What follows belongs to an exercise in optimizing a design on an open flow for small area and a short achievable clock period; a production flow would make more cautious choices. At most, simulation tests tie the RTL to the original design; equivalence was not proved. No functional check of the RTL was part of runs 3 and 5.

--- flow/design.v ---
module eqController #(
    parameter int ADDR_WIDTH     = 6,
    parameter int GAIN_FRAC_BITS = 14
) (
    input  logic                  S_AXI_ACLK,
    input  logic                  S_AXI_ARESETN,
    input  logic                  wr,
    input  logic [ADDR_WIDTH-1:0] wrAddr,
    input  logic [31:0]           wrData,
    output logic                  adcReq,
    output logic [15:0]           adcCmd,
    input  logic                  adcAck,
    input  logic [15:0]           adcData,
    output logic                  dacReq,
    output logic [31:0]           dacWord,
    input  logic                  dacAck
);
    logic        enable;
    logic [15:0] gain0, gain1;
    logic        rst;
    logic        weEn, weG0, weG1;
    logic [15:0] gainIn;
    assign rst    = !S_AXI_ARESETN;
    assign weEn   = rst | (wr && wrAddr == ADDR_WIDTH'(4));
    assign weG0   = rst | (wr && wrAddr == ADDR_WIDTH'(6));
    assign weG1   = rst | (wr && wrAddr == ADDR_WIDTH'(7));
    assign gainIn = (wrData[15:0] & {16{~rst}}) | (16'h4000 & {16{rst}});
    always_ff @(posedge S_AXI_ACLK) begin
        if (weEn) enable <= wrData[0] & ~rst;
        if (weG0) gain0  <= gainIn;
        if (weG1) gain1  <= gainIn;
    end
    localparam logic [3:0] S_IDLE = 4'd0;
    localparam logic [3:0] S_AREQ = 4'd1;
    localparam logic [3:0] S_AREL = 4'd2;
    localparam logic [3:0] S_C0   = 4'd3;
    localparam logic [3:0] S_C1   = 4'd4;
    localparam logic [3:0] S_C2   = 4'd5;
    localparam logic [3:0] S_C3   = 4'd6;
    localparam logic [3:0] S_DREQ = 4'd7;
    localparam logic [3:0] S_DREL = 4'd8;
    localparam logic [3:0] S_N1   = 4'd9;
    localparam logic [3:0] S_NX   = 4'd10;
    logic [3:0] state;
    logic       chan;
    always_ff @(posedge S_AXI_ACLK) begin
        if (!S_AXI_ARESETN) begin
            state <= S_IDLE;
            chan  <= 1'b0;
        end else begin
            case (state)
                S_IDLE: if (enable) state <= S_AREQ;
                S_AREQ: if (adcAck) state <= S_AREL;
                S_AREL: if (!adcAck) state <= S_C0;
                S_C0:   state <= S_C1;
                S_C1:   state <= S_C2;
                S_C2:   state <= S_C3;
                S_C3:   state <= S_DREQ;
                S_DREQ: if (dacAck) state <= S_DREL;
                S_DREL: if (!dacAck) state <= S_N1;
                S_N1: begin
                    state <= S_NX;
                    chan  <= !chan;
                end
                S_NX:   state <= enable ? S_AREQ : S_IDLE;
                default: state <= S_IDLE;
            endcase
        end
    end
    assign adcReq = (state == S_AREQ);
    assign dacReq = (state == S_DREQ);
    logic [15:0] s;
    logic [16:0] sx;
    always_ff @(posedge S_AXI_ACLK) s <= {~adcData[15], adcData[14:0]};
    assign sx = {s[15], s};
    logic        hit;
    logic [15:0] gSel;
    logic [5:0]  gNextLo;
    assign hit     = wr && (wrAddr == ADDR_WIDTH'({5'd3, chan}));
    assign gSel    = chan ? gain1 : gain0;
    assign gNextLo = hit ? wrData[5:0] : gSel[5:0];
    logic [4:0] gT;
    always_ff @(posedge S_AXI_ACLK) gT <= gSel[15:11];
    logic [6:0] win;
    always_comb begin
        case (state)
            S_C0:    win = {gNextLo, 1'b0};
            S_C1:    win = gSel[11:5];
            default: win = {gT[4], gT[4], gT};
        endcase
    end
    logic [2:0] dNeg, dOne, dTwo;
    always_ff @(posedge S_AXI_ACLK) begin
        for (int k = 0; k < 3; k++) begin
            logic [2:0] w;
            w = win[2*k +: 3];
            dNeg[k] <= w[2] & ~(w[1] & w[0]);
            dOne[k] <= w[1] ^ w[0];
            dTwo[k] <= (w[2] & ~w[1] & ~w[0]) | (~w[2] & w[1] & w[0]);
        end
    end
    logic [16:0] p0, p1, p2;
    assign p0 = (({17{dOne[0]}} & sx) | ({17{dTwo[0]}} & {sx[15:0], 1'b0})) ^ {17{dNeg[0]}};
    assign p1 = (({17{dOne[1]}} & sx) | ({17{dTwo[1]}} & {sx[15:0], 1'b0})) ^ {17{dNeg[1]}};
    assign p2 = (({17{dOne[2]}} & sx) | ({17{dTwo[2]}} & {sx[15:0], 1'b0})) ^ {17{dNeg[2]}};
    logic [19:0] acc;
    logic        first;
    logic [15:0] A;
    logic        Ahi;
    always_ff @(posedge S_AXI_ACLK) first <= (state == S_C0);    
    always_comb begin
        A      = acc[19:4] & {16{~first}};
        A[4]   = first ? dNeg[2] : acc[8];
        A[10]  = first ? (gSel[11] & ~(gSel[10] & gSel[9])) : acc[14];
        Ahi    = ~A[15];
    end
    wire fs0 = dNeg[0] ^ A[0];
    wire fc0 = dNeg[0] & A[0];
    wire fs1 = A[1] ^ fc0;
    wire fc1 = A[1] & fc0;
    wire fs2 = dNeg[1] ^ A[2] ^ fc1;
    wire fc2 = (dNeg[1] & A[2]) | (dNeg[1] & fc1) | (A[2] & fc1);
    wire fs3 = p0[2] ^ p1[0];
    wire fc3 = p0[2] & p1[0];
    wire fs4 = A[3] ^ p0[3] ^ p1[1];
    wire fc4 = (A[3] & p0[3]) | (A[3] & p1[1]) | (p0[3] & p1[1]);
    wire fs5 = fc3 ^ fc2;
    wire fc5 = fc3 & fc2;
    wire fs6 = A[4] ^ p0[4] ^ p1[2];
    wire fc6 = (A[4] & p0[4]) | (A[4] & p1[2]) | (p0[4] & p1[2]);
    wire fs7 = p2[0] ^ fc4 ^ fs6;
    wire fc7 = (p2[0] & fc4) | (p2[0] & fs6) | (fc4 & fs6);
    wire fs8 = A[5] ^ p0[5] ^ p1[3];
    wire fc8 = (A[5] & p0[5]) | (A[5] & p1[3]) | (p0[5] & p1[3]);
    wire fs9 = p2[1] ^ fc6 ^ fs8;
    wire fc9 = (p2[1] & fc6) | (p2[1] & fs8) | (fc6 & fs8);
    wire fs10 = A[6] ^ p0[6] ^ p1[4];
    wire fc10 = (A[6] & p0[6]) | (A[6] & p1[4]) | (p0[6] & p1[4]);
    wire fs11 = p2[2] ^ fc8 ^ fs10;
    wire fc11 = (p2[2] & fc8) | (p2[2] & fs10) | (fc8 & fs10);
    wire fs12 = A[7] ^ p0[7] ^ p1[5];
    wire fc12 = (A[7] & p0[7]) | (A[7] & p1[5]) | (p0[7] & p1[5]);
    wire fs13 = p2[3] ^ fc10 ^ fs12;
    wire fc13 = (p2[3] & fc10) | (p2[3] & fs12) | (fc10 & fs12);
    wire fs14 = A[8] ^ p0[8] ^ p1[6];
    wire fc14 = (A[8] & p0[8]) | (A[8] & p1[6]) | (p0[8] & p1[6]);
    wire fs15 = p2[4] ^ fc12 ^ fs14;
    wire fc15 = (p2[4] & fc12) | (p2[4] & fs14) | (fc12 & fs14);
    wire fs16 = A[9] ^ p0[9] ^ p1[7];
    wire fc16 = (A[9] & p0[9]) | (A[9] & p1[7]) | (p0[9] & p1[7]);
    wire fs17 = p2[5] ^ fc14 ^ fs16;
    wire fc17 = (p2[5] & fc14) | (p2[5] & fs16) | (fc14 & fs16);
    wire fs18 = A[10] ^ p0[10] ^ p1[8];
    wire fc18 = (A[10] & p0[10]) | (A[10] & p1[8]) | (p0[10] & p1[8]);
    wire fs19 = p2[6] ^ fc16 ^ fs18;
    wire fc19 = (p2[6] & fc16) | (p2[6] & fs18) | (fc16 & fs18);
    wire fs20 = A[11] ^ p0[11] ^ p1[9];
    wire fc20 = (A[11] & p0[11]) | (A[11] & p1[9]) | (p0[11] & p1[9]);
    wire fs21 = p2[7] ^ fc18 ^ fs20;
    wire fc21 = (p2[7] & fc18) | (p2[7] & fs20) | (fc18 & fs20);
    wire fs22 = A[12] ^ p0[12] ^ p1[10];
    wire fc22 = (A[12] & p0[12]) | (A[12] & p1[10]) | (p0[12] & p1[10]);
    wire fs23 = p2[8] ^ fc20 ^ fs22;
    wire fc23 = (p2[8] & fc20) | (p2[8] & fs22) | (fc20 & fs22);
    wire fs24 = A[13] ^ p0[13] ^ p1[11];
    wire fc24 = (A[13] & p0[13]) | (A[13] & p1[11]) | (p0[13] & p1[11]);
    wire fs25 = p2[9] ^ fc22 ^ fs24;
    wire fc25 = (p2[9] & fc22) | (p2[9] & fs24) | (fc22 & fs24);
    wire fs26 = A[14] ^ p0[14] ^ p1[12];
    wire fc26 = (A[14] & p0[14]) | (A[14] & p1[12]) | (p0[14] & p1[12]);
    wire fs27 = p2[10] ^ fc24 ^ fs26;
    wire fc27 = (p2[10] & fc24) | (p2[10] & fs26) | (fc24 & fs26);
    wire fs28 = A[15] ^ p0[15] ^ p1[13];
    wire fc28 = (A[15] & p0[15]) | (A[15] & p1[13]) | (p0[15] & p1[13]);
    wire fs29 = p2[11] ^ fc26 ^ fs28;
    wire fc29 = (p2[11] & fc26) | (p2[11] & fs28) | (fc26 & fs28);
    wire fs30 = Ahi ^ p1[14] ^ p2[12];
    wire fc30 = (Ahi & p1[14]) | (Ahi & p2[12]) | (p1[14] & p2[12]);
    wire fs31 = ~p0[16] ^ fc28 ^ fs30;
    wire fc31 = (~p0[16] & fc28) | (~p0[16] & fs30) | (fc28 & fs30);
    wire fs32 = p2[13] ^ ~p1[15] ^ fc30;
    wire fc32 = (p2[13] & ~p1[15]) | (p2[13] & fc30) | (~p1[15] & fc30);
    wire fs33 = p1[15] ^ p2[14] ^ ~p1[16];
    wire fc33 = (p1[15] & p2[14]) | (p1[15] & ~p1[16]) | (p2[14] & ~p1[16]);
    wire [21:0] csaX = {1'b1, p2[15], ~p2[15], fs33, fc31, fc29, fc27, fc25, fc23, fc21, fc19, fc17, fc15, fc13, fc11, fc9, fc7, fc5, fs4, fs3, fs1, fs0};
    wire [21:0] csaY = {1'b0, ~p2[16], fc33, fc32, fs32, fs31, fs29, fs27, fs25, fs23, fs21, fs19, fs17, fs15, fs13, fs11, fs9, fs7, fs5, fs2, p0[1], p0[0]};
    logic [21:0] sum;
    assign sum = csaX + csaY;
    always_ff @(posedge S_AXI_ACLK) begin
        if (state == S_C1 || state == S_C2 || state == S_C3) acc <= sum[21:2];
    end
    logic        ovf;
    logic [15:0] code;
    assign ovf  = (acc[17] != acc[16]) || (acc[17] != acc[15]);
    assign code = ovf ? {16{~acc[17]}} : {~acc[15], acc[14:0]};
    assign adcCmd  = {1'b1, chan, 14'd0};
    assign dacWord = {15'h0018, chan, code};
endmodule
--- flow/flow/run.sh ---
#!/bin/bash
# The standard layout (standard.sh), with every input port buffered by a buf_1 cell
# and every output port by a buf_2 cell, instead of the delay buffer buffer_ports
# picks by default. The buffers are placed by flow/ports.tcl, sourced just before
# global placement, where the standard flow would call buffer_ports.
export DONT_BUFFER_PORTS=1
export PRE_GLOBAL_PLACE_TCL="$PWD/flow/ports.tcl"
bash standard.sh > standard.log 2>&1
--- flow/flow/ports.tcl ---
# Port buffers, as the standard flow's buffer_ports, with chosen cells.
puts "Perform port buffering (flow/ports.tcl)..."
buffer_ports -inputs -buffer_cell sky130_fd_sc_hd__buf_1
buffer_ports -outputs -buffer_cell sky130_fd_sc_hd__buf_2
--- flow/standard.sh ---
#!/bin/bash
# synth_recipe.tcl (not shown) runs the flow's synth.tcl, then flattens the netlist and writes it again
# the make line also repeats each setting of config.mk as NAME=value (left out here)
make -C /OpenROAD-flow-scripts/flow DESIGN_CONFIG=/design/flow/config.mk WORK_HOME=/design/flow/orfs CLKGATE_MAP_FILE= SYNTH_SCRIPT=/design/flow/synth_recipe.tcl "${@:-finish}"
--- flow/config.mk ---
export PLATFORM = sky130hd
export DESIGN_NAME = eqController
export DESIGN_NICKNAME = eqController
export VERILOG_FILES = /design/flow/design.v
export SDC_FILE = /design/flow/constraint.sdc
export NUM_CORES = 4
export LEC_CHECK = 0
export ABC_AREA = 0
export CAP_MARGIN = 0
export CORE_MARGIN = 2
export CORE_UTILIZATION = 45
export CTS_BUF_LIST = sky130_fd_sc_hd__clkbuf_4 sky130_fd_sc_hd__clkbuf_8
export PLACE_DENSITY = 0.65
export SETUP_SLACK_MARGIN = 4
export SLEW_MARGIN = 0
export TNS_END_PERCENT = 5
--- flow/constraint.sdc ---
create_clock -name core_clock -period 7.0 [get_ports {S_AXI_ACLK}]
set_input_delay 1.4000 -clock core_clock [delete_from_list [all_inputs] [get_ports {S_AXI_ACLK}]]
set_output_delay 1.4000 -clock core_clock [all_outputs]
set_load 0.01 [all_outputs]
==> summary.json, run 1 <==
{
  "asyncSetResetFlopFracSynth": {"value": 0, "unit": "%"},
  "hold_viol": {"value": 0},
  "count_of_nets_after_finishing": {"value": 821},
  "via_count_of_the_first_global_routing_pass": {"value": 4758},
  "htree_num_levels": {"value": 3},
  "path_clk_slew": {"value": 0.09, "unit": "ns"},
  "met1_length": {"value": 6990, "unit": "um"},
  "drive_gt1_share": {"value": 20.3, "unit": "%"},
  "postSynth.topFlopCell": {"value": "edfxtp_1"},
  "post_synth.cell_area_avg": {"value": 9.51, "unit": "um2"},
  "crit_path_max_fanout": {"value": 9},
  "timing.fmax": {"value": 277, "unit": "MHz"},
  "critical_path_class": {"value": "reg -> reg"},
  "gp_routability_congestion": {"value": 0.851},
  "met2_wirelength": {"value": 7010, "unit": "um"},
  "worstMarginPinSlew": {"value": 1.17, "unit": "ns"},
  "port-buffer-count": {"value": 62},
  "die_height": {"value": 125, "unit": "um"},
  "synth.ff_latch_count": {"value": 89},
  "reg2reg_from": {"value": "dOne[0]"},
  "cts_root_buffer": {"value": "clkbuf_8"},
  "max_slew_margin": {"value": 22.2, "unit": "%"},
  "worstSkewPairLatency": {"value": 0.38, "unit": "ns"},
  "dr.max_layer_used": {"value": "met4"},
  "synth_edf_count": {"value": 53},
  "period_share": {"value": 51.7, "unit": "%"},
  "io_pins": {"value": 109},
  "clock_sink_count": {"value": 89},
  "syn-cell-area": {"value": 6630, "unit": "um2"},
  "average_vias_per_placed_instance": {"value": 5.57},
  "cp_capture_point": {"value": "acc[17]"},
  "setup_repair_after_global_routing_missed_its_margin": {"value": "true"},
  "initial_antenna_violation_count": {"value": 0},
  "worst-endpoint-required": {"value": 7.25, "unit": "ns"},
  "crit_path_start": {"value": "dOne[0]"},
  "setup_tns": {"value": 0, "unit": "ns"},
  "grt_pass1_wl": {"value": 24500, "unit": "um"},
  "synthDistinctLibCells": {"value": 59},
  "cell_by_cell_trace_of_the_critical_path": {"value": "buf_6 > a22oi_2 > xor2_1 > fa_1 > fa_1 > inv_1 > ha_4 > a211o_1 > a21oi_2 > o21ai_0 > a31o_2 > o31ai_1 > o41a_1"},
  "drt-initial-drc-count": {"value": 338},
  "grt.overflow.total": {"value": 0},
  "synth_warnings": {"value": 1},
  "drt_wl_total": {"value": 15300, "unit": "um"},
  "grtUsageTotal": {"value": 19.2, "unit": "%"},
  "path_class_of_the_lowest_slack_min_delay_path": {"value": "reg -> reg"},
  "minimum_clock_period": {"value": 3.62, "unit": "ns"},
  "crit_path_max_incr_delay": {"value": 0.54, "unit": "ns"},
  "cts_buffer_depth": {"value": 2},
  "syn-instance-count": {"value": 697},
  "fin_skew": {"value": 0.0131, "unit": "ns"},
  "drt_drc_violations_left": {"value": 0},
  "antenna_cells_inserted": {"value": 0},
  "arrival": {"value": 3.87, "unit": "ns"},
  "avgRoutedWirePerCell": {"value": 17.1, "unit": "um"},
  "first_pass_iters": {"value": 5},
  "synth-seq-area-share": {"value": 34.9, "unit": "%"},
  "antenna_left": {"value": 0},
  "timing.hold.ws": {"value": 0.480, "unit": "ns"},
  "critPathSlowestCell": {"value": "fa_1"},
  "dp_worst_setup_slack": {"value": 2.58, "unit": "ns"},
  "wl_met3": {"value": 1100, "unit": "um"},
  "route.vias.total": {"value": 4984},
  "cpMostUsedCell": {"value": "fa_1"},
  "placeable_core_area": {"value": 14500, "unit": "um2"},
  "crit-reg2reg-capture": {"value": "acc[17]"},
  "cts-buffers-inserted": {"value": 9},
  "setup.worst_path.start_class": {"value": "flip-flop"},
  "die_w": {"value": 125, "unit": "um"},
  "rr_worst_depth": {"value": 13},
  "dp.cells": {"value": 839},
  "initial_core_util": {"value": 45.8, "unit": "%"},
  "status": {"value": "finished clean"},
  "die_area": {"value": 15700, "unit": "um2"},
  "setup_viol": {"value": 0},
  "core.rowCount": {"value": 44},
  "cp-end-kind": {"value": "flip-flop"},
  "cap_violations": {"value": 0},
  "area_growth_syn_to_layout": {"value": 12.3, "unit": "%"},
  "largest_net_degree_at_the_start_of_global_routing": {"value": 26},
  "stdcell_count": {"value": 894},
  "dpl.hpwl": {"value": 10500, "unit": "um"},
  "fin_ws": {"value": 3.38, "unit": "ns"},
  "r2r_slack": {"value": 3.38, "unit": "ns"},
  "cts_tree": {"value": "built"},
  "finalMaxSlewViolations": {"value": 0}
}
==> state kept, by name, summed over array words and instances (netlist names) <==
register,cells
acc,20
gain0,16
dTwo,3
enable,1
first,1
gT,5
chan,1
dOne,3
dNeg,3
s,16
gain1,16
state,4
==> cells in the mapped netlist (3+ instances only) <==
cell | instances | area share [%]
and3_1 | 3 | 0.28
xnor2_1 | 36 | 4.8
nor2_1 | 61 | 3.5
buf_4 | 33 | 3.7
buf_6 | 3 | 0.51
inv_1 | 51 | 2.9
ha_1 | 27 | 5.1
o31ai_1 | 4 | 0.45
nor2b_1 | 15 | 1.4
nor3_1 | 3 | 0.23
buf_1 | 3 | 0.17
a211oi_1 | 3 | 0.34
nand3_1 | 6 | 0.45
a21oi_1 | 39 | 2.9
mux2_2 | 10 | 1.7
nand2b_1 | 18 | 1.7
o211ai_1 | 3 | 0.34
edfxtp_1 | 53 | 24
o21a_1 | 5 | 0.57
and2_1 | 17 | 1.6
clkbuf_1 | 31 | 1.8
dfxtp_1 | 36 | 11
a21o_1 | 4 | 0.45
o32ai_1 | 6 | 0.79
a22oi_1 | 47 | 5.3
nand4_1 | 6 | 0.57
fa_1 | 30 | 9.1
nand2_1 | 43 | 2.4
o21ai_0 | 22 | 1.7
xor2_1 | 32 | 4.2
mux2i_1 | 5 | 0.76
==> routing by layer <==
layer | GRT usage, % | vias up
met5 | 0 | -
met4 | 5.69 | 0
met3 | 4.19 | 16
met2 | 30.3 | 217
met1 | 26.8 | 2390
li1 | - | 2361
==> what timing repair did <==
action / CTS / global route
endpoints found under the hold margin: 0 / 0
pin swaps: 22 / 11
resized for setup: 75 / 15
buffers inserted: 24 / 15
hold buffers: 0 / 0
endpoints found under the setup margin: 69 / 68
cloned: 0 / 0
==> how the worst min path moves through the flow <==
stage	start	end	slack, ns	cells past startpoint
finish	gain1[12]	gT[1]	0.48	1
global route	gain1[12]	gT[1]	0.50	1
CTS	gain1[12]	gT[1]	0.48	1
detailed placement	gain1[13]	gT[2]	0.46	1
global placement	gain1[14]	gT[3]	0.46	1
floorplan	gain1[12]	gT[1]	0.45	1
==> placed cells by master (no fill, tap or decap), types with 13 or more instances in the layout <==
master | synthesis | final
xor2_1 | 32 | 31
a22oi_2 | 0 | 13
and2_1 | 17 | 17
inv_1 | 51 | 49
conb_1 | 2 | 30
nor2b_1 | 15 | 15
o21ai_0 | 22 | 17
a21oi_1 | 39 | 31
dfxtp_1 | 36 | 22
a22oi_1 | 47 | 34
ha_1 | 27 | 17
fa_1 | 30 | 29
nor2_1 | 61 | 60
nand2_1 | 43 | 42
edfxtp_1 | 53 | 53
buf_4 | 33 | 37
nand2b_1 | 18 | 18
xnor2_1 | 36 | 35
==> layout make-up <==
| type | instances | area [um2] |
|---|---|---|
| fillers | 1282 | 7040 |
| multi-input cells | 513 | 4150 |
| flip-flops and latches | 89 | 2350 |
| repair buffers | 41 | 310 |
| well taps | 184 | 230 |
| inverters | 51 | 191 |
| clock buffers | 9 | 124 |
| clock inverters | 7 | 78.8 |
==> metrics by stage <==
stage / utilization, % / instance area (um2)
after floorplan: - / 6780
after global placement: 45.4 / 6580
after detailed placement: 45.4 / 6580
after CTS: 50.2 / 7270
after global routing: 51.4 / 7440
final: 51.4 / 7440
==> kinds of logic (layout without fill, tap and decap cells) <==
| logic type | Yosys count | after routing | synth area share (%) |
|---|---|---|---|
| mux | 15 | 15 | 2.45 |
| simple gates | 186 | 186 | 14.2 |
| other cells | 2 | 30 | 0.113 |
| fa+ha+maj | 57 | 57 | 14.2 |
| xor+xnor | 68 | 68 | 8.98 |
| compound gates | 157 | 157 | 16.0 |
| buf+inv | 123 | 108 | 9.21 |
| flops | 89 | 89 | 34.9 |
==> worst max-delay path: cells and delay by family, from the launching register on <==
family	cells	cell delay [ns]
AO/OA/AOI/OAI	7	1.38
adder cells (fa/ha/maj)	3	1.26
flip-flops	1	0.40
XOR/XNOR	1	0.22
buffers and inverters	2	0.21
==> run 2, diff against run 1 <==
--- a/flow/config.mk
+++ b/flow/config.mk
@@ -8,9 +8,9 @@
 export ABC_AREA = 0
 export CAP_MARGIN = 0
 export CORE_MARGIN = 2
-export CORE_UTILIZATION = 45
+export CORE_UTILIZATION = 60
 export CTS_BUF_LIST = sky130_fd_sc_hd__clkbuf_4 sky130_fd_sc_hd__clkbuf_8
-export PLACE_DENSITY = 0.65
+export PLACE_DENSITY = 0.8
 export SETUP_SLACK_MARGIN = 4
 export SLEW_MARGIN = 0
 export TNS_END_PERCENT = 5
==> summary.json, run 2 <==
{
  "status": {"value": "finished clean"},
  "io_pins": {"value": 109},
  "avgRoutedWirePerCell": {"value": 17.5, "unit": "um"},
  "cts_root_buffer": {"value": "clkbuf_8"},
  "largest_register_ffs": {"value": 20},
  "gp_routability_congestion": {"value": 1.01},
  "initial_core_util": {"value": 61.4, "unit": "%"},
  "syn-instance-count": {"value": 697},
  "minimum_clock_period": {"value": 3.69, "unit": "ns"},
  "hold_viol": {"value": 0},
  "route.vias.total": {"value": 4972},
  "synth.ff_latch_count": {"value": 89},
  "synth_top_cell_by_area": {"value": "edfxtp_1"},
  "cp-end-kind": {"value": "flip-flop"},
  "grt_pass1_wl": {"value": 23500, "unit": "um"},
  "setup_repair_after_global_routing_missed_its_margin": {"value": "true"},
  "setup_viol": {"value": 0},
  "grtUsageTotal": {"value": 25.4, "unit": "%"},
  "initial_antenna_violation_count": {"value": 0},
  "registers.top_by_ff_count": {"value": "acc"},
  "postSynth.topFlopCell": {"value": "edfxtp_1"},
  "arrival": {"value": 3.81, "unit": "ns"},
  "critical_path_class": {"value": "reg -> reg"},
  "worst-endpoint-required": {"value": 7.12, "unit": "ns"},
  "die_w": {"value": 109, "unit": "um"},
  "post_synth.cell_area_avg": {"value": 9.51, "unit": "um2"},
  "area_growth_syn_to_layout": {"value": 6.36, "unit": "%"},
  "synth_edf_count": {"value": 53},
  "worstSkewPairLatency": {"value": 0.36, "unit": "ns"},
  "synth_warnings": {"value": 1},
  "yosys-top-cells-count": {"value": "nor2_1 (61), edfxtp_1 (53), inv_1 (51)"},
  "stdcell_count": {"value": 826},
  "htree_num_levels": {"value": 3},
  "die_height": {"value": 109, "unit": "um"},
  "synth_top_cells_by_area": {"value": "edfxtp_1 (24%), dfxtp_1 (11%), fa_1 (9.1%)"},
  "average_vias_per_placed_instance": {"value": 6.02},
  "via_count_of_the_first_global_routing_pass": {"value": 4668},
  "first_pass_iters": {"value": 5},
  "drt_drc_violations_left": {"value": 0},
  "cts_buffer_depth": {"value": 2},
  "multi_input_area": {"value": 4030, "unit": "um2"},
  "setup.worst_path.start_class": {"value": "flip-flop"},
  "cap_violations": {"value": 0},
  "antenna_cells_inserted": {"value": 0},
  "placeable_core_area": {"value": 10800, "unit": "um2"},
  "period_share": {"value": 52.7, "unit": "%"},
  "path_class_of_the_lowest_slack_min_delay_path": {"value": "reg -> reg"},
  "post-synth-top-count-cell": {"value": "nor2_1"},
  "dp.cells": {"value": 795},
  "path_clk_slew": {"value": 0.09, "unit": "ns"},
  "syn-cell-area": {"value": 6630, "unit": "um2"},
  "crit_path_max_fanout": {"value": 14},
  "asyncSetResetFlopFracSynth": {"value": 0, "unit": "%"},
  "count_of_nets_after_finishing": {"value": 797},
  "antenna_left": {"value": 0},
  "fin_skew": {"value": 0.0103, "unit": "ns"},
  "layout_commonest_cell": {"value": "nor2_1"},
  "timing.fmax": {"value": 271, "unit": "MHz"},
  "dpl.hpwl": {"value": 10200, "unit": "um"},
  "cts-buffers-inserted": {"value": 9},
  "synth-seq-area-share": {"value": 34.9, "unit": "%"},
  "largest_net_degree_at_the_start_of_global_routing": {"value": 26},
  "max_slew_margin": {"value": 22.5, "unit": "%"},
  "drt_wl_total": {"value": 14400, "unit": "um"},
  "setup_tns": {"value": 0, "unit": "ns"},
  "finalMaxSlewViolations": {"value": 0},
  "synthDistinctLibCells": {"value": 59},
  "die_area": {"value": 11900, "unit": "um2"},
  "drt-initial-drc-count": {"value": 444},
  "top_cell_type_s_share_of_synthesized_area": {"value": 24.0, "unit": "%"},
  "final-seq-area": {"value": 2350, "unit": "um2"},
  "clock_sink_count": {"value": 89},
  "core.rowCount": {"value": 38},
  "grt.overflow.total": {"value": 0},
  "drive_gt1_share": {"value": 14.6, "unit": "%"},
  "timing.hold.ws": {"value": 0.482, "unit": "ns"},
  "cts_tree": {"value": "built"},
  "worstMarginPinSlew": {"value": 1.16, "unit": "ns"},
  "most-common-layout-cells": {"value": "nor2_1 (61), edfxtp_1 (53), inv_1 (50), nand2_1 (42), a22oi_1 (40)"},
  "fillers": {"value": 807},
  "port-buffer-count": {"value": 62}
}
==> run 2: cell counts after synthesis <==
Identical to the previous run, type by type.
==> run 2: worst paths after layout <==
| kind | to | start | slack [ns] | cells after the start |
|---|---|---|---|---|
| setup / recovery | acc[19] | dOne[0] | 3.31 | 12 |
| hold / removal | gT[4] | gain0[15] | 0.48 | 1 |
| setup reg to reg | acc[19] | dOne[0] | 3.31 | 12 |
| hold reg to reg | gT[4] | gain0[15] | 0.48 | 1 |
==> run 2: cell families after synthesis <==
logic type / Yosys count / share of synthesized area [%]
compound gates: 157 / 16.0
xor+xnor: 68 / 8.98
fa+ha+maj: 57 / 14.2
buf+inv: 123 / 9.21
flops: 89 / 34.9
mux: 15 / 2.45
other cells: 2 / 0.113
simple gates: 186 / 14.2
==> run 2: per-layer routing <==
| layer | routed length, um | track usage (%) | vias up |
|---|---|---|---|
| met5 | 0 | 0 | - |
| met4 | 285 | 7.05 | 0 |
| met3 | 1300 | 4.42 | 33 |
| met2 | 6510 | 39.9 | 276 |
| met1 | 6330 | 36.2 | 2352 |
| li1 | - | - | 2311 |
==> run 2: critical path, stage by stage (launching register included) <==
cell      delay (ns)
dfxtp_4         0.42
a22oi_2         0.22
xor2_1          0.24
fa_1            0.48
fa_1            0.55
inv_1           0.04
ha_1            0.35
nand4_1         0.26
nor4_1          0.31
o21ai_1         0.13
nand3_2         0.15
a221oi_4        0.08
o21ba_2         0.20
==> run 2: stage by stage <==
stage / setup slack [ns] / cell area, um2 / util (%)
detailed placement: 2.58 / 6520 / 60.4
global placement: 2.65 / 6520 / 60.4
floorplan: 3.27 / 6780 / -
global route: 3.21 / 7050 / 65.3
CTS: 3.42 / 6940 / 64.3
finish: 3.31 / 7050 / 65.3
==> run 2: repair_timing <==
item	CTS	global route
hold buffers	0	0
cloned	0	0
gates resized for setup	48	16
endpoints found under the setup margin	70	74
setup buffers	10	5
pin swaps	14	5
==> run 2: cell type report <==
| cell class | count | share of cell area (%) |
|---|---|---|
| inverters | 51 | 2.72 |
| clock inverters | 4 | 0.408 |
| clock buffers | 12 | 2.08 |
| repair buffers | 17 | 1.79 |
| multi-input cells | 513 | 57.2 |
| well taps | 140 | 2.48 |
| flip-flops and latches | 89 | 33.3 |
==> run 3, diff against run 2 <==
--- a/flow/design.v
+++ b/flow/design.v
@@ -105,13 +105,17 @@
     assign p2 = (({17{dOne[2]}} & sx) | ({17{dTwo[2]}} & {sx[15:0], 1'b0})) ^ {17{dNeg[2]}};
     logic [19:0] acc;
     logic        first;
+    logic        neg5;          
+    logic [2:0]  g119;
+    assign g119 = hit ? wrData[11:9] : gSel[11:9];
+    always_ff @(posedge S_AXI_ACLK) neg5 <= g119[2] & ~(g119[1] & g119[0]);
     logic [15:0] A;
     logic        Ahi;
     always_ff @(posedge S_AXI_ACLK) first <= (state == S_C0);    
     always_comb begin
         A      = acc[19:4] & {16{~first}};
         A[4]   = first ? dNeg[2] : acc[8];
-        A[10]  = first ? (gSel[11] & ~(gSel[10] & gSel[9])) : acc[14];
+        A[10]  = first ? neg5 : acc[14];
         Ahi    = ~A[15];
     end
     wire fs0 = dNeg[0] ^ A[0];
--- a/flow/config.mk
+++ b/flow/config.mk
@@ -8,9 +8,9 @@
 export ABC_AREA = 0
 export CAP_MARGIN = 0
 export CORE_MARGIN = 2
-export CORE_UTILIZATION = 60
+export CORE_UTILIZATION = 55
 export CTS_BUF_LIST = sky130_fd_sc_hd__clkbuf_4 sky130_fd_sc_hd__clkbuf_8
-export PLACE_DENSITY = 0.8
-export SETUP_SLACK_MARGIN = 4
+export PLACE_DENSITY = 0.75
+export SETUP_SLACK_MARGIN = 3.5
 export SLEW_MARGIN = 0
 export TNS_END_PERCENT = 5
==> summary.json, run 3 <==
{
  "timing.hold.ws": {"value": 0.483, "unit": "ns"},
  "synth.ff_latch_count": {"value": 90},
  "largest_register_ffs": {"value": 20},
  "crit-reg2reg-capture": {"value": "acc[17]"},
  "placeable_core_area": {"value": 12000, "unit": "um2"},
  "met1_length": {"value": 6710, "unit": "um"},
  "post_synth.cell_area_avg": {"value": 9.62, "unit": "um2"},
  "setup_tns": {"value": 0, "unit": "ns"},
  "worst_hold_startpoint": {"value": "gain1[12]"},
  "cp_capture_point": {"value": "acc[17]"},
  "stdcell_count": {"value": 853},
  "cell_by_cell_trace_of_the_critical_path": {"value": "bufbuf_16 > a22oi_2 > xor2_2 > fa_1 > fa_1 > inv_1 > ha_4 > a211o_1 > a21oi_2 > o21ai_1 > a31oi_2 > o41ai_4 > xor2_1"},
  "drt_wl_total": {"value": 15000, "unit": "um"},
  "worstMarginPinSlew": {"value": 1.02, "unit": "ns"},
  "die_w": {"value": 114, "unit": "um"},
  "drt-initial-drc-count": {"value": 386},
  "asyncSetResetFlopFracSynth": {"value": 0, "unit": "%"},
  "final_core_util": {"value": 62.7, "unit": "%"},
  "finalMaxSlewViolations": {"value": 0},
  "worst-endpoint-required": {"value": 7.11, "unit": "ns"},
  "area_growth_syn_to_layout": {"value": 11.8, "unit": "%"},
  "syn-cell-area": {"value": 6710, "unit": "um2"},
  "cts_root_buffer": {"value": "clkbuf_8"},
  "grtUsageTotal": {"value": 22.6, "unit": "%"},
  "clock_sink_count": {"value": 90},
  "path_delay_family": {"value": "adder cells"},
  "largest_net_degree_at_the_start_of_global_routing": {"value": 26},
  "timing.fmax": {"value": 274, "unit": "MHz"},
  "grt_pass1_wl": {"value": 23400, "unit": "um"},
  "yosys-top-cells-count": {"value": "nor2_1 (63), edfxtp_1 (53), inv_1 (51)"},
  "cap_violations": {"value": 0},
  "path_depth": {"value": 13},
  "synthDistinctLibCells": {"value": 69},
  "dr.max_layer_used": {"value": "met4"},
  "critPathSlowestCell": {"value": "fa_1"},
  "first_pass_iters": {"value": 5},
  "drive_gt1_share": {"value": 21.2, "unit": "%"},
  "r2r_slack": {"value": 3.35, "unit": "ns"},
  "fin_skew": {"value": 0.0175, "unit": "ns"},
  "worstSkewPairLatency": {"value": 0.38, "unit": "ns"},
  "synth_edf_count": {"value": 53},
  "path_class_of_the_lowest_slack_min_delay_path": {"value": "reg -> reg"},
  "synth_top_cell_by_area": {"value": "edfxtp_1"},
  "die_height": {"value": 114, "unit": "um"},
  "initial_antenna_violation_count": {"value": 0},
  "initial_core_util": {"value": 56.1, "unit": "%"},
  "crit_path_max_fanout": {"value": 5},
  "crit_path_max_incr_delay": {"value": 0.52, "unit": "ns"},
  "cpMostUsedCell": {"value": "fa_1"},
  "average_vias_per_placed_instance": {"value": 5.84},
  "cp-end-kind": {"value": "flip-flop"},
  "rr_worst_depth": {"value": 13},
  "cts_tree": {"value": "built"},
  "setup.worst_path.start_class": {"value": "flip-flop"},
  "cts_buffer_depth": {"value": 2},
  "layout_commonest_cell": {"value": "nor2_1"},
  "route.vias.total": {"value": 4984},
  "dp.cells": {"value": 804},
  "path_clk_slew": {"value": 0.10, "unit": "ns"},
  "setup_repair_after_global_routing_missed_its_margin": {"value": "true"},
  "synth-seq-area-share": {"value": 34.8, "unit": "%"},
  "top_cell_type_s_share_of_synthesized_area": {"value": 23.7, "unit": "%"},
  "registers.top_by_ff_count": {"value": "acc"},
  "reg2reg_from": {"value": "dOne[0]"},
  "drt_drc_violations_left": {"value": 0},
  "htree_num_levels": {"value": 3},
  "io_pins": {"value": 109},
  "synth_warnings": {"value": 1},
  "cts-buffers-inserted": {"value": 9},
  "period_share": {"value": 52.1, "unit": "%"},
  "status": {"value": "finished clean"},
  "postCtsHoldBufs": {"value": 0},
  "max_slew_margin": {"value": 32.1, "unit": "%"},
  "hold_viol": {"value": 0},
  "port-buffer-count": {"value": 62},
  "syn-instance-count": {"value": 697},
  "most-common-layout-cells": {"value": "nor2_1 (62), edfxtp_1 (53), inv_1 (45), nand2_1 (40)"},
  "crit_path_start": {"value": "dOne[0]"},
  "antenna_cells_inserted": {"value": 0},
  "dpl.hpwl": {"value": 10300, "unit": "um"},
  "wl_met3": {"value": 972, "unit": "um"},
  "core.rowCount": {"value": 40},
  "grt.overflow.total": {"value": 0},
  "die_area": {"value": 13100, "unit": "um2"},
  "post-synth-top-count-cell": {"value": "nor2_1"},
  "antenna_left": {"value": 0},
  "via_count_of_the_first_global_routing_pass": {"value": 4581},
  "met2_wirelength": {"value": 7000, "unit": "um"},
  "critical_path_class": {"value": "reg -> reg"},
  "arrival": {"value": 3.76, "unit": "ns"},
  "postSynth.topFlopCell": {"value": "edfxtp_1"},
  "critPathBufInv": {"value": 2},
  "gp_routability_congestion": {"value": 0.903},
  "count_of_nets_after_finishing": {"value": 817},
  "avgRoutedWirePerCell": {"value": 17.6, "unit": "um"},
  "minimum_clock_period": {"value": 3.65, "unit": "ns"},
  "setup_viol": {"value": 0},
  "synth_top_cells_by_area": {"value": "edfxtp_1 (24%), dfxtp_1 (11%), fa_1 (9.0%)"}
}
==> run 3: timing repair <==
item | in CTS | in global routing
endpoints found under the setup margin | 16 | 12
pin swaps | 26 | 19
setup buffers | 23 | 9
endpoints found under the hold margin | 0 | 0
cloned | 1 | 0
gates resized for setup | 55 | 21
==> run 3: layout make-up <==
| type | count | area (um2) |
|---|---|---|
| inverter | 53 | 199 |
| multi-input combinational | 511 | 4220 |
| fill | 926 | 4460 |
| clock inverter | 7 | 76.3 |
| tap | 147 | 184 |
| timing repair buffer | 36 | 332 |
| sequential | 90 | 2370 |
| clock buffer | 9 | 124 |
==> run 3: cells by family after synthesis <==
| logic type | Yosys count | share of synthesized area [%] |
|---|---|---|
| AOI/OAI and AO/OA | 148 | 15.4 |
| xor gates and xnor gates | 68 | 8.88 |
| adders and majority gates | 57 | 14.0 |
| buffers and inverters | 124 | 8.92 |
| DFF | 90 | 34.8 |
| muxes | 24 | 3.86 |
| other | 2 | 0.112 |
| and+or+nand+nor | 184 | 14.0 |
==> run 3: worst min-delay path by stage <==
stage | to | slack [ns] | depth (start not counted)
CTS | gT[3] | 0.49 | 1
global placement | gT[3] | 0.45 | 1
floorplan | gT[1] | 0.45 | 1
global route | gT[4] | 0.51 | 1
finish | gT[1] | 0.48 | 1
detailed placement | gT[1] | 0.46 | 1
==> run 3: through the flow <==
step | worst slack [ns] | instance area [um2]
2_1_floorplan | 3.48 | 6950
5_1_grt | 3.22 | 7500
3_3_place_gp | 2.88 | 6700
6_report | 3.35 | 7500
4_1_cts | 3.43 | 7310
3_5_place_dp | 2.82 | 6700
==> run 3: per-layer routing <==
metal,track usage (%),vias to the layer above
met1,32.3,2374
met3,3.92,31
li1,-,2345
met5,0,-
met4,6.50,0
met2,35.6,234
==> run 4, diff against run 3 <==
--- a/flow/design.v
+++ b/flow/design.v
@@ -105,17 +105,13 @@
     assign p2 = (({17{dOne[2]}} & sx) | ({17{dTwo[2]}} & {sx[15:0], 1'b0})) ^ {17{dNeg[2]}};
     logic [19:0] acc;
     logic        first;
-    logic        neg5;          
-    logic [2:0]  g119;
-    assign g119 = hit ? wrData[11:9] : gSel[11:9];
-    always_ff @(posedge S_AXI_ACLK) neg5 <= g119[2] & ~(g119[1] & g119[0]);
     logic [15:0] A;
     logic        Ahi;
     always_ff @(posedge S_AXI_ACLK) first <= (state == S_C0);    
     always_comb begin
         A      = acc[19:4] & {16{~first}};
         A[4]   = first ? dNeg[2] : acc[8];
-        A[10]  = first ? neg5 : acc[14];
+        A[10]  = first ? (gSel[11] & ~(gSel[10] & gSel[9])) : acc[14];
         Ahi    = ~A[15];
     end
     wire fs0 = dNeg[0] ^ A[0];
==> flow/flow/run.sh (replaced) <==
#!/bin/bash
# The standard layout (standard.sh), with every port buffered by a buf_1 cell
# instead of the delay buffer that buffer_ports picks by default. The standard
# flow's own buffer_ports call places them (after global placement's
# remove_buffers), with this cell.
export BUFFER_PORTS_ARGS="-buffer_cell sky130_fd_sc_hd__buf_1"
bash standard.sh > standard.log 2>&1
--- a/flow/config.mk
+++ b/flow/config.mk
@@ -11,6 +11,6 @@
 export CORE_UTILIZATION = 55
 export CTS_BUF_LIST = sky130_fd_sc_hd__clkbuf_4 sky130_fd_sc_hd__clkbuf_8
 export PLACE_DENSITY = 0.75
-export SETUP_SLACK_MARGIN = 3.5
+export SETUP_SLACK_MARGIN = 4
 export SLEW_MARGIN = 0
 export TNS_END_PERCENT = 5
removed: flow/flow/ports.tcl
==> summary.json, run 4 <==
{
  "status": {"value": "finished clean"},
  "cts_root_buffer": {"value": "clkbuf_8"},
  "synth_warnings": {"value": 1},
  "initial_core_util": {"value": 55.7, "unit": "%"},
  "syn-cell-area": {"value": 6630, "unit": "um2"},
  "asyncSetResetFlopFracSynth": {"value": 0, "unit": "%"},
  "dpl.hpwl": {"value": 10300, "unit": "um"},
  "path_clk_slew": {"value": 0.10, "unit": "ns"},
  "cp-end-kind": {"value": "flip-flop"},
  "worstMarginPinSlew": {"value": 1.13, "unit": "ns"},
  "area_growth_syn_to_layout": {"value": 18.3, "unit": "%"},
  "cpMostUsedCell": {"value": "fa_1"},
  "dp.cells": {"value": 864},
  "synthDistinctLibCells": {"value": 59},
  "critPathSlowestCell": {"value": "fa_1"},
  "reg2reg_from": {"value": "dOne[0]"},
  "most-common-layout-cells": {"value": "buf_1 (62), nor2_1 (60), edfxtp_1 (53), inv_1 (45), buf_4 (41)"},
  "met1_length": {"value": 7020, "unit": "um"},
  "worstSkewPairLatency": {"value": 0.38, "unit": "ns"},
  "first_pass_iters": {"value": 7},
  "setup_tns": {"value": 0, "unit": "ns"},
  "antenna_left": {"value": 0},
  "drive_gt1_share": {"value": 22.3, "unit": "%"},
  "count_of_nets_after_finishing": {"value": 888},
  "largest_register_ffs": {"value": 20},
  "worst_hold_startpoint": {"value": "gain0[13]"},
  "fin_skew": {"value": 0.0101, "unit": "ns"},
  "met2_wirelength": {"value": 7620, "unit": "um"},
  "via_count_of_the_first_global_routing_pass": {"value": 4895},
  "drt-initial-drc-count": {"value": 341},
  "timing.hold.worst_endpoint": {"value": "gT[2]"},
  "grtUsageTotal": {"value": 23.5, "unit": "%"},
  "top_cell_type_s_share_of_synthesized_area": {"value": 24.0, "unit": "%"},
  "layout_commonest_cell": {"value": "buf_1"},
  "synth-seq-area-share": {"value": 34.9, "unit": "%"},
  "wl_met3": {"value": 956, "unit": "um"},
  "setup_repair_after_global_routing_missed_its_margin": {"value": "true"},
  "io_pins": {"value": 109},
  "avgRoutedWirePerCell": {"value": 17.2, "unit": "um"},
  "largest_net_degree_at_the_start_of_global_routing": {"value": 26},
  "path_class_of_the_lowest_slack_min_delay_path": {"value": "reg -> reg"},
  "stdcell_count": {"value": 924},
  "timing.hold.ws": {"value": 0.481, "unit": "ns"},
  "htree_num_levels": {"value": 3},
  "antenna_cells_inserted": {"value": 0},
  "finalMaxSlewViolations": {"value": 0},
  "minimum_clock_period": {"value": 3.63, "unit": "ns"},
  "die_area": {"value": 12900, "unit": "um2"},
  "syn-instance-count": {"value": 697},
  "post-synth-top-count-cell": {"value": "nor2_1"},
  "dr.max_layer_used": {"value": "met4"},
  "cell_by_cell_trace_of_the_critical_path": {"value": "a22oi_2 > xor2_1 > fa_1 > fa_1 > inv_2 > ha_4 > a211o_1 > a21oi_2 > o21ai_1 > a31o_2 > o41a_1"},
  "cts_buffer_depth": {"value": 2},
  "drt_wl_total": {"value": 15900, "unit": "um"},
  "setup.worst_path.start_class": {"value": "flip-flop"},
  "post_synth.cell_area_avg": {"value": 9.51, "unit": "um2"},
  "period_share": {"value": 51.9, "unit": "%"},
  "cap_violations": {"value": 0},
  "postSynth.topFlopCell": {"value": "edfxtp_1"},
  "crit-reg2reg-capture": {"value": "acc[17]"},
  "postCtsHoldBufs": {"value": 0},
  "route.vias.total": {"value": 5264},
  "cts-buffers-inserted": {"value": 9},
  "grt.overflow.total": {"value": 0},
  "hold-path-cell-count": {"value": 1},
  "synth_top_cell_by_area": {"value": "edfxtp_1"},
  "registers.top_by_ff_count": {"value": "acc"},
  "max_slew_margin": {"value": 24.5, "unit": "%"},
  "crit_path_max_incr_delay": {"value": 0.56, "unit": "ns"},
  "synth.ff_latch_count": {"value": 89},
  "worst-endpoint-required": {"value": 7.13, "unit": "ns"},
  "gp_routability_congestion": {"value": 0.900},
  "grt_pass1_wl": {"value": 24200, "unit": "um"},
  "timing.fmax": {"value": 275, "unit": "MHz"},
  "synth_edf_count": {"value": 53},
  "cts_tree": {"value": "built"},
  "critical_path_class": {"value": "reg -> reg"},
  "average_vias_per_placed_instance": {"value": 5.70},
  "r2r_slack": {"value": 3.37, "unit": "ns"},
  "synth_top_cells_by_area": {"value": "edfxtp_1 (24%), dfxtp_1 (11%), fa_1 (9.1%)"},
  "die_height": {"value": 114, "unit": "um"},
  "clock_sink_count": {"value": 89},
  "die_w": {"value": 114, "unit": "um"},
  "yosys-top-cells-count": {"value": "nor2_1 (61), edfxtp_1 (53), inv_1 (51)"},
  "drt_drc_violations_left": {"value": 0},
  "crit_path_max_fanout": {"value": 9},
  "rr_worst_depth": {"value": 11},
  "core.rowCount": {"value": 40},
  "placeable_core_area": {"value": 11900, "unit": "um2"},
  "hold_viol": {"value": 0},
  "initial_antenna_violation_count": {"value": 0},
  "arrival": {"value": 3.76, "unit": "ns"},
  "port-buffer-count": {"value": 62},
  "setup_viol": {"value": 0}
}
## run 4: cell types whose count changed after synthesis, moves of 4 or more
| cell | previous run | this run |
|---|---|---|
| nand3_1 | 10 | 6 |
| mux2i_1 | 12 | 5 |
| nand2b_1 | 9 | 18 |
| o32ai_1 | 1 | 6 |
| buf_2 | 7 | 2 |
| o21ai_0 | 18 | 22 |
## run 4: metrics by stage
stage | util (%) | instance area (um2) | setup slack, ns
global route | 65.9 | 7850 | 3.23
CTS | 62.2 | 7410 | 3.45
global placement | 56.8 | 6770 | 2.65
detailed placement | 56.8 | 6770 | 2.63
floorplan | - | 6780 | 3.27
finish | 65.9 | 7850 | 3.37
## run 4: layer usage
metal	global-route usage, %	up-vias
li1	-	2500
met1	34.2	2511
met2	36.3	227
met3	3.03	26
met4	8.78	0
met5	0	-
## run 4: how the worst max path moves through the flow
| stage | start | cells after the start | to | slack [ns] |
|---|---|---|---|---|
| floorplan | chan | 17 | acc[18] | 3.27 |
| global placement | chan | 13 | acc[19] | 2.65 |
| detailed placement | chan | 13 | acc[19] | 2.63 |
| CTS | chan | 13 | acc[18] | 3.45 |
| global route | dOne[0] | 11 | acc[17] | 3.23 |
| finish | dOne[0] | 11 | acc[17] | 3.37 |
## run 4: final cells by class
cell class,count,area (um2)
Clock buffer,9,124
Clock inverter,7,76.3
Fill cell,903,4070
Inverter,51,191
Multi-Input combinational cell,513,4310
Sequential cell,89,2360
Tap cell,147,184
Timing Repair Buffer,108,604
## run 4: logic make-up after synthesis
logic type / after synthesis / share of synthesized area, %
AO/OA/AOI/OAI: 157 / 16.0
XOR/XNOR: 68 / 8.98
adder cells (fa/ha/maj): 57 / 14.2
buffers and inverters: 123 / 9.21
flip-flops: 89 / 34.9
multiplexers: 15 / 2.45
other: 2 / 0.113
AND/OR/NAND/NOR: 186 / 14.2
## run 4: worst max-delay path, delay by kind of cell (launching register included)
kind	cells	cell delay, ns
AO/OA/AOI/OAI	6	1.37
adder cells (fa/ha/maj)	3	1.28
flip-flops	1	0.41
XOR/XNOR	1	0.27
buffers and inverters	1	0.04
## run 4: what timing repair did
item	in CTS	in global routing
endpoints found under the setup margin	74	75
resized for setup	72	57
pin swaps	16	41
buffers inserted	20	24
==> run 5, diff against run 4 <==
--- a/flow/design.v
+++ b/flow/design.v
@@ -184,8 +184,81 @@
     wire fc33 = (p1[15] & p2[14]) | (p1[15] & ~p1[16]) | (p2[14] & ~p1[16]);
     wire [21:0] csaX = {1'b1, p2[15], ~p2[15], fs33, fc31, fc29, fc27, fc25, fc23, fc21, fc19, fc17, fc15, fc13, fc11, fc9, fc7, fc5, fs4, fs3, fs1, fs0};
     wire [21:0] csaY = {1'b0, ~p2[16], fc33, fc32, fs32, fs31, fs29, fs27, fs25, fs23, fs21, fs19, fs17, fs15, fs13, fs11, fs9, fs7, fs5, fs2, p0[1], p0[0]};
-    logic [21:0] sum;
-    assign sum = csaX + csaY;
+    wire [21:0] cg0 = csaX & csaY;
+    wire [21:0] cp0 = csaX ^ csaY;
+    wire cg1_1 = cg0[1] | (cp0[1] & cg0[0]);
+    wire cp1_1 = cp0[1] & cp0[0];
+    wire cg2_3 = cg0[3] | (cp0[3] & cg0[2]);
+    wire cp2_3 = cp0[3] & cp0[2];
+    wire cg3_5 = cg0[5] | (cp0[5] & cg0[4]);
+    wire cp3_5 = cp0[5] & cp0[4];
+    wire cg4_7 = cg0[7] | (cp0[7] & cg0[6]);
+    wire cp4_7 = cp0[7] & cp0[6];
+    wire cg5_9 = cg0[9] | (cp0[9] & cg0[8]);
+    wire cp5_9 = cp0[9] & cp0[8];
+    wire cg6_11 = cg0[11] | (cp0[11] & cg0[10]);
+    wire cp6_11 = cp0[11] & cp0[10];
+    wire cg7_13 = cg0[13] | (cp0[13] & cg0[12]);
+    wire cp7_13 = cp0[13] & cp0[12];
+    wire cg8_15 = cg0[15] | (cp0[15] & cg0[14]);
+    wire cp8_15 = cp0[15] & cp0[14];
+    wire cg9_17 = cg0[17] | (cp0[17] & cg0[16]);
+    wire cp9_17 = cp0[17] & cp0[16];
+    wire cg10_19 = cg0[19] | (cp0[19] & cg0[18]);
+    wire cp10_19 = cp0[19] & cp0[18];
+    wire cg11_21 = cg0[21] | (cp0[21] & cg0[20]);
+    wire cp11_21 = cp0[21] & cp0[20];
+    wire cg12_3 = cg2_3 | (cp2_3 & cg1_1);
+    wire cp12_3 = cp2_3 & cp1_1;
+    wire cg13_7 = cg4_7 | (cp4_7 & cg3_5);
+    wire cp13_7 = cp4_7 & cp3_5;
+    wire cg14_11 = cg6_11 | (cp6_11 & cg5_9);
+    wire cp14_11 = cp6_11 & cp5_9;
+    wire cg15_15 = cg8_15 | (cp8_15 & cg7_13);
+    wire cp15_15 = cp8_15 & cp7_13;
+    wire cg16_19 = cg10_19 | (cp10_19 & cg9_17);
+    wire cp16_19 = cp10_19 & cp9_17;
+    wire cg17_7 = cg13_7 | (cp13_7 & cg12_3);
+    wire cp17_7 = cp13_7 & cp12_3;
+    wire cg18_15 = cg15_15 | (cp15_15 & cg14_11);
+    wire cp18_15 = cp15_15 & cp14_11;
+    wire cg19_15 = cg18_15 | (cp18_15 & cg17_7);
+    wire cp19_15 = cp18_15 & cp17_7;
+    wire cg20_11 = cg14_11 | (cp14_11 & cg17_7);
+    wire cp20_11 = cp14_11 & cp17_7;
+    wire cg21_19 = cg16_19 | (cp16_19 & cg19_15);
+    wire cp21_19 = cp16_19 & cp19_15;
+    wire cg22_5 = cg3_5 | (cp3_5 & cg12_3);
+    wire cp22_5 = cp3_5 & cp12_3;
+    wire cg23_9 = cg5_9 | (cp5_9 & cg17_7);
+    wire cp23_9 = cp5_9 & cp17_7;
+    wire cg24_13 = cg7_13 | (cp7_13 & cg20_11);
+    wire cp24_13 = cp7_13 & cp20_11;
+    wire cg25_17 = cg9_17 | (cp9_17 & cg19_15);
+    wire cp25_17 = cp9_17 & cp19_15;
+    wire cg26_21 = cg11_21 | (cp11_21 & cg21_19);
+    wire cp26_21 = cp11_21 & cp21_19;
+    wire cg27_2 = cg0[2] | (cp0[2] & cg1_1);
+    wire cp27_2 = cp0[2] & cp1_1;
+    wire cg28_4 = cg0[4] | (cp0[4] & cg12_3);
+    wire cp28_4 = cp0[4] & cp12_3;
+    wire cg29_6 = cg0[6] | (cp0[6] & cg22_5);
+    wire cp29_6 = cp0[6] & cp22_5;
+    wire cg30_8 = cg0[8] | (cp0[8] & cg17_7);
+    wire cp30_8 = cp0[8] & cp17_7;
+    wire cg31_10 = cg0[10] | (cp0[10] & cg23_9);
+    wire cp31_10 = cp0[10] & cp23_9;
+    wire cg32_12 = cg0[12] | (cp0[12] & cg20_11);
+    wire cp32_12 = cp0[12] & cp20_11;
+    wire cg33_14 = cg0[14] | (cp0[14] & cg24_13);
+    wire cp33_14 = cp0[14] & cp24_13;
+    wire cg34_16 = cg0[16] | (cp0[16] & cg19_15);
+    wire cp34_16 = cp0[16] & cp19_15;
+    wire cg35_18 = cg0[18] | (cp0[18] & cg25_17);
+    wire cp35_18 = cp0[18] & cp25_17;
+    wire cg36_20 = cg0[20] | (cp0[20] & cg21_19);
+    wire cp36_20 = cp0[20] & cp21_19;
+    wire [21:0] sum = cp0 ^ {cg36_20, cg21_19, cg35_18, cg25_17, cg34_16, cg19_15, cg33_14, cg24_13, cg32_12, cg20_11, cg31_10, cg23_9, cg30_8, cg17_7, cg29_6, cg22_5, cg28_4, cg12_3, cg27_2, cg1_1, cg0[0], 1'b0};
     always_ff @(posedge S_AXI_ACLK) begin
         if (state == S_C1 || state == S_C2 || state == S_C3) acc <= sum[21:2];
     end
==> flow/flow/run.sh (replaced) <==
#!/bin/bash
# The standard layout (standard.sh), with every input port buffered by a buf_1 cell
# and every output port by a buf_2 cell, instead of the delay buffer buffer_ports
# picks by default. The buffers are placed by flow/ports.tcl, sourced just before
# global placement, where the standard flow would call buffer_ports.
export DONT_BUFFER_PORTS=1
export PRE_GLOBAL_PLACE_TCL="$PWD/flow/ports.tcl"
bash standard.sh > standard.log 2>&1
==> flow/flow/ports.tcl (new file) <==
# Port buffers, as the standard flow's buffer_ports, with chosen cells.
puts "Perform port buffering (flow/ports.tcl)..."
buffer_ports -inputs -buffer_cell sky130_fd_sc_hd__buf_1
buffer_ports -outputs -buffer_cell sky130_fd_sc_hd__buf_2
==> summary.json, run 5 <==
{
  "status": {"value": "finished clean"},
  "initial_core_util": {"value": 56.8, "unit": "%"},
  "synth_top_family_by_area": {"value": "adder cells"},
  "drt-initial-drc-count": {"value": 276},
  "htree_num_levels": {"value": 3},
  "synth_compound_area_share": {"value": 14.3, "unit": "%"},
  "final_core_util": {"value": 62.6, "unit": "%"},
  "adder_cell_area_share_of_the_yosys_netlist": {"value": 17.3, "unit": "%"},
  "hold_viol": {"value": 0},
  "finalMaxSlewViolations": {"value": 0},
  "io_pins": {"value": 109},
  "largest_net_degree_at_the_start_of_global_routing": {"value": 26},
  "synth-seq-area-share": {"value": 35.5, "unit": "%"},
  "synth_top_cells_by_area": {"value": "edfxtp_1 (24%), fa_1 (12%), dfxtp_1 (11%)"},
  "fillers": {"value": 914},
  "cp-end-kind": {"value": "flip-flop"},
  "worst-endpoint-required": {"value": 7.14, "unit": "ns"},
  "fin_ws": {"value": 2.88, "unit": "ns"},
  "top_cell_type_s_share_of_synthesized_area": {"value": 24.4, "unit": "%"},
  "synth_simple_gate_area_share": {"value": 13.4, "unit": "%"},
  "setup_tns": {"value": 0, "unit": "ns"},
  "post-synth-top-count-cell": {"value": "nor2_1"},
  "drt_drc_violations_left": {"value": 0},
  "timing.fmax": {"value": 243, "unit": "MHz"},
  "postSynth.topFlopCell": {"value": "edfxtp_1"},
  "initial_antenna_violation_count": {"value": 0},
  "first_pass_iters": {"value": 5},
  "most-common-layout-cells": {"value": "nor2_1 (56), edfxtp_1 (53), inv_1 (51), fa_1 (36), a22oi_1 (32)"},
  "arrival": {"value": 4.26, "unit": "ns"},
  "crit_path_max_fanout": {"value": 6},
  "cap_violations": {"value": 0},
  "worstMarginPinSlew": {"value": 0.851, "unit": "ns"},
  "setup_repair_after_global_routing_missed_its_margin": {"value": "true"},
  "port-buffer-count": {"value": 62},
  "antenna_cells_inserted": {"value": 0},
  "largest_register_ffs": {"value": 20},
  "area_growth_syn_to_layout": {"value": 10.1, "unit": "%"},
  "setup_viol": {"value": 0},
  "multi_input_area": {"value": 4000, "unit": "um2"},
  "synthDistinctLibCells": {"value": 70},
  "synth.ff_latch_count": {"value": 89},
  "synth_warnings": {"value": 1},
  "die_area": {"value": 12700, "unit": "um2"},
  "critical_path_class": {"value": "reg -> reg"},
  "dp_worst_setup_slack": {"value": 2.44, "unit": "ns"},
  "final-seq-area": {"value": 2350, "unit": "um2"},
  "period_share": {"value": 58.8, "unit": "%"},
  "cts-buffers-inserted": {"value": 9},
  "grtUsageTotal": {"value": 23.0, "unit": "%"},
  "path_class_of_the_lowest_slack_min_delay_path": {"value": "reg -> reg"},
  "syn-instance-count": {"value": 649},
  "yosys-mux-area-fraction": {"value": 2.42, "unit": "%"},
  "asyncSetResetFlopFracSynth": {"value": 0, "unit": "%"},
  "average_vias_per_placed_instance": {"value": 5.84},
  "route.vias.total": {"value": 4652},
  "via_count_of_the_first_global_routing_pass": {"value": 4779},
  "registers.top_by_ff_count": {"value": "acc"},
  "setup.worst_path.start_class": {"value": "flip-flop"},
  "count_of_nets_after_finishing": {"value": 773},
  "cts_buffer_depth": {"value": 2},
  "fin_skew": {"value": 0.0125, "unit": "ns"},
  "gp_routability_congestion": {"value": 0.889},
  "syn-cell-area": {"value": 6520, "unit": "um2"},
  "drive_gt1_share": {"value": 17.2, "unit": "%"},
  "max_slew_margin": {"value": 43.3, "unit": "%"},
  "grt_pass1_wl": {"value": 23100, "unit": "um"},
  "clock_sink_count": {"value": 89},
  "layout_commonest_cell": {"value": "nor2_1"},
  "grt.overflow.total": {"value": 0},
  "synth_edf_count": {"value": 53},
  "die_w": {"value": 113, "unit": "um"},
  "dpl.hpwl": {"value": 9720, "unit": "um"},
  "placeable_core_area": {"value": 11500, "unit": "um2"},
  "core.rowCount": {"value": 39},
  "antenna_left": {"value": 0},
  "avgRoutedWirePerCell": {"value": 17.8, "unit": "um"},
  "worstSkewPairLatency": {"value": 0.38, "unit": "ns"},
  "cts_root_buffer": {"value": "clkbuf_8"},
  "die_height": {"value": 113, "unit": "um"},
  "path_clk_slew": {"value": 0.10, "unit": "ns"},
  "yosys-top-cells-count": {"value": "nor2_1 (56), edfxtp_1 (53), inv_1 (52)"},
  "cts_tree": {"value": "built"},
  "minimum_clock_period": {"value": 4.12, "unit": "ns"},
  "synth_top_cell_by_area": {"value": "edfxtp_1"},
  "post_synth.cell_area_avg": {"value": 10.0, "unit": "um2"},
  "drt_wl_total": {"value": 14200, "unit": "um"},
  "synthXorXnorAreaFrac": {"value": 8.06, "unit": "%"}
}
-- run 5: worst paths after layout --
path / slack, ns / startpoint / endpoint / depth (start not counted)
worst min register to register: 0.49 / gain1[13] / gT[2] / 1
worst max-delay path: 2.88 / s[2] / acc[8] / 13
worst max register to register: 2.88 / s[2] / acc[8] / 13
worst min-delay path: 0.49 / gain1[13] / gT[2] / 1
-- run 5: kinds of logic (layout without fill, tap and decap cells) --
family	Yosys count	count (layout)
adder cells (fa/ha/maj)	66	66
XOR/XNOR	60	60
flip-flops	89	89
other	2	30
AND/OR/NAND/NOR	165	165
AO/OA/AOI/OAI	133	133
multiplexers	15	15
buffers and inverters	119	95
-- run 5: metrics by stage --
| stage | cell area, um2 | hold WS (ns) | instances |
|---|---|---|---|
| after detailed placement | 6640 | 0.462 | 757 |
| after global routing | 7180 | 0.508 | 796 |
| after CTS | 7120 | 0.484 | 794 |
| after global placement | 6640 | 0.456 | 757 |
| after floorplan | 6930 | 0.448 | 677 |
| final | 7180 | 0.488 | 796 |
-- run 5: cell type report --
type / instances / area share [%]
Multi-Input combinational cell: 469 / 55.7
Sequential cell: 89 / 32.8
Timing Repair Buffer: 25 / 3.17
Inverter: 54 / 2.86
Tap cell: 143 / 2.49
Clock buffer: 9 / 1.73
Clock inverter: 7 / 1.22
-- run 5: layer usage --
metal / wire length (um) / global-route usage (%)
met5: 0 / 0
met4: 342 / 10.0
met3: 1030 / 4.98
met2: 7190 / 40.5
met1: 5600 / 27.0
-- run 5: what timing repair did --
item,in CTS,in global routing
endpoints found under the setup margin,34,40
hold buffers,0,0
buffers inserted,21,2
pin swaps,16,5
resized for setup,30,7
-- run 5: critical path: stages (launching register included) --
cell and delay, ns:
dfxtp_2 0.38, a22oi_1 0.25, xor2_1 0.13, fa_1 0.55
inv_1 0.06, fa_1 0.53, ha_1 0.34, nand2_1 0.12
a2111oi_4 0.40, o21ai_1 0.17, nor2b_1 0.19, o21a_1 0.19
fa_1 0.53, inv_1 0.04

## re-timing with driven ports
The flow's constraints put no driver on any port. The routed layouts listed below were extracted and timed again, unchanged, in two steps. Step 1 assumes that a clkbuf_16 drives the clock port and a buf_2 every other input. Step 2, shift: input delay + t, output delay - t, t = (earliest + latest rising clock arrival at the registers) / 2. This alone moves slack from input paths to output paths. Slacks: no drivers / after step 1 / after step 2; pairs: no drivers / after step 1.
| run | t (ns) | setup slack, ns | slew at the worst register clock pin (ns) |
|---|---|---|---|
| run 1 | 0.410 | 3.384 / 3.384 / 3.381 | 0.11 / 0.11 |
| run 2 | 0.391 | 3.312 / 3.312 / 3.312 | 0.09 / 0.09 |
| run 3 | 0.401 | 3.352 / 3.352 / 3.352 | 0.11 / 0.11 |
| run 4 | 0.408 | 3.369 / 3.369 / 3.271 | 0.10 / 0.10 |
| run 5 | 0.404 | 2.883 / 2.883 / 2.883 | 0.10 / 0.10 |
After both steps every run listed still meets setup and hold. For run 4, which loses most, drivers alone change the setup slack by 0.000 ns; drivers and shift together by -0.098 ns.
